This is an optimization exercise on Yosys and OpenROAD, whose aim is small area and a short achievable clock period, not a production implementation.
The RTL was checked by simulation tests, not by an equivalence proof against the original design.
No activity file was given, so power comes from the tool's default toggle rates.

## double_ended_queue
module double_ended_queue #(
  parameter int unsigned DEPTH = 16
) (
  input  wire                            clk,
  input  wire                            rst,
  input  wire                            req_valid,
  output logic                           req_ready,
  input  wire  [deq_pkg::KIND_W-1:0]     kind,
  input  wire  signed [deq_pkg::DATA_W-1:0] push_value,
  output logic                           rsp_valid,
  input  wire                            rsp_ready,
  output logic signed [deq_pkg::DATA_W-1:0] popped_value,
  output logic [deq_pkg::STATUS_W-1:0]   status,
  output logic [deq_pkg::COUNT_W-1:0]    count
);
  localparam int unsigned CNT_W = $clog2(DEPTH + 1);
  logic [deq_pkg::DATA_W-1:0] slot [DEPTH];
  logic [DEPTH-1:0]           we;
  logic [DEPTH-1:0]           rd_sel;
  logic [DEPTH-1:0]           front_oh;
  logic [DEPTH-1:0]           back_oh;
  logic [DEPTH-1:0]           front_dn;    
  logic [DEPTH-1:0]           front_up;    
  logic [DEPTH-1:0]           back_dn;
  logic [DEPTH-1:0]           back_up;
  logic [CNT_W-1:0]           held;
  logic [CNT_W-1:0]           held_next;
  logic                       full;
  logic                       empty;
  logic                       accept;
  logic                       is_push;
  logic                       is_pop;
  logic                       is_clear;
  logic                       push_ok;
  ...
For scale: roughly 1300 cells after synthesis, roughly 590 flip-flops, ~80 I/O pins, ~22000 um^2 of cells after synthesis.
Settings: LEC_CHECK=0, CAP_MARGIN=20, CORE_MARGIN=2, CORE_UTILIZATION=50, CTS_CLUSTER_DIAMETER=80, CTS_CLUSTER_SIZE=30, PLACE_DENSITY=0.75, SETUP_SLACK_MARGIN=1.95, SLEW_MARGIN=20, TNS_END_PERCENT=20; clock period 4.2 ns.
run.sh (not shown) runs the stock make flow with config.mk's settings and CLKGATE_MAP_FILE= SYNTH_SCRIPT=/design/flow/synth_recipe.tcl, a recipe that flattens the netlist after the stock synthesis.
The baseline went through all stages and came out clean.
Change:
Settings changed: CORE_UTILIZATION 50 to 40, PLACE_DENSITY 0.75 to not set, SETUP_SLACK_MARGIN 1.95 to 2.2, TNS_END_PERCENT 20 to 5.
The new run passed the timing, design-rule and antenna checks.
Global-route usage is higher by 0.12 points.
Worst setup slack improves by 190 ps.
Total power is higher by 5.1%.
Routed wire length rose by 23%.
Non-clock buffer count grows by 40.
Design area grows by about 5%.
Via count went up by about 6%.
Sequential power stays flat.
Change:
Settings changed: TNS_END_PERCENT 5 to not set.
- The changed run went through all stages and came out clean
- clock skew stays flat
- register-to-register slack is better by 20 ps
- core utilization increases by 2.0 points
- sequential share of layout area decreases by 2.7 points
- die area is unchanged
- final cell count increases by a few percent
- global-route usage increases by 1.2 points
- synthesized area does not change
- hold slack is better by 22 ps
- maximum frequency decreases by a few percent
- setup slack is worse by 45 ps
Change:
Settings changed: CORE_UTILIZATION 40 to 50, PLACE_DENSITY set to 0.75, SETUP_SLACK_MARGIN 2.2 to 2.35, TNS_END_PERCENT set to 10.
Setup slack improved by 44 ps.
Hold slack got worse by 21 ps.
Power is lower by a few percent.
Utilization is higher by 11 points.
Cell area is lower by a few percent.
Fmax is higher by a few percent.
Synthesized cell count is unchanged.


## rev 12
Starting RTL as in the previous note.
export LEC_CHECK = 0
export CAP_MARGIN = 20
export CORE_MARGIN = 2
export CORE_UTILIZATION = 50
export CTS_CLUSTER_DIAMETER = 100
export CTS_CLUSTER_SIZE = 26
export PLACE_DENSITY = 0.75
export SETUP_SLACK_MARGIN = 2.2
export SLEW_MARGIN = 20
export TNS_END_PERCENT = 20
create_clock -name core_clock -period 4.2 [get_ports {clk}]
Both conditions hold for rev 12: the flow ran to the end and the final layout passed the timing, design-rule and antenna checks.
Modified inputs, rev 13 compared to rev 12
Settings: changing CTS_CLUSTER_DIAMETER from 100 to 80; changing CORE_UTILIZATION from 50 to 40; changing CTS_CLUSTER_SIZE from 26 to 30; removing TNS_END_PERCENT (formerly 20); removing PLACE_DENSITY (formerly 0.75); changing SETUP_SLACK_MARGIN from 2.2 to 2.5.
[summary]
Both conditions hold for rev 13: the flow ran to the end and the final layout passed the timing, design-rule and antenna checks. Rev 12 → rev 13: part of the power in registers decreased 5.2 points, met1 demand-to-capacity share in global routing higher, global-route track usage on met2 rose by 1.5 points, post-synthesis to final-layout area growth +24 points, clock edge transition at the registers on the reported setup and hold paths ~0 delta.

==> port drivers added, routing unchanged <==
The flow's constraints put no driver on any port. The routed layouts listed below were extracted and timed again, unchanged, in two steps.
Step 1, drivers: a clkbuf_16 drives clk and a buf_2 each remaining input, both assumed.
Step 2, shift: input delay + t, output delay - t, t = (earliest + latest rising clock arrival at the registers) / 2. This alone moves slack from input paths to output paths.
Three values: ideal ports, drivers, drivers and shift; two values: the first two.
run | shift t [ns] | setup slack, ns | worst hold slack (ns) | slew at the worst register clock pin (ns)
the first run of note 1 | 0.629 | 1.896 / 1.838 / 1.316 | 0.506 / 0.506 / 0.506 | 0.11 / 0.11
the second run of note 1 | 0.675 | 2.083 / 1.970 / 1.295 | 0.523 / 0.523 / 0.523 | 0.12 / 0.12
the third run of note 1 | 0.678 | 2.038 / 1.975 / 1.397 | 0.545 / 0.504 / 0.553 | 0.11 / 0.11
the fourth run of note 1 | 0.638 | 2.082 / 1.975 / 1.337 | 0.525 / 0.525 / 0.525 | 0.12 / 0.12
rev 12 | 0.661 | 2.061 / 1.996 / 1.358 | 0.507 / 0.507 / 0.507 | 0.11 / 0.11
rev 13 | 0.677 | 2.032 / 1.955 / 1.278 | 0.526 / 0.526 / 0.526 | 0.12 / 0.12
After both steps setup and hold are still met in every run listed. The setup slack of the second run of note 1, which loses most, moves by -0.113 ns with the drivers and by -0.788 ns with both steps.
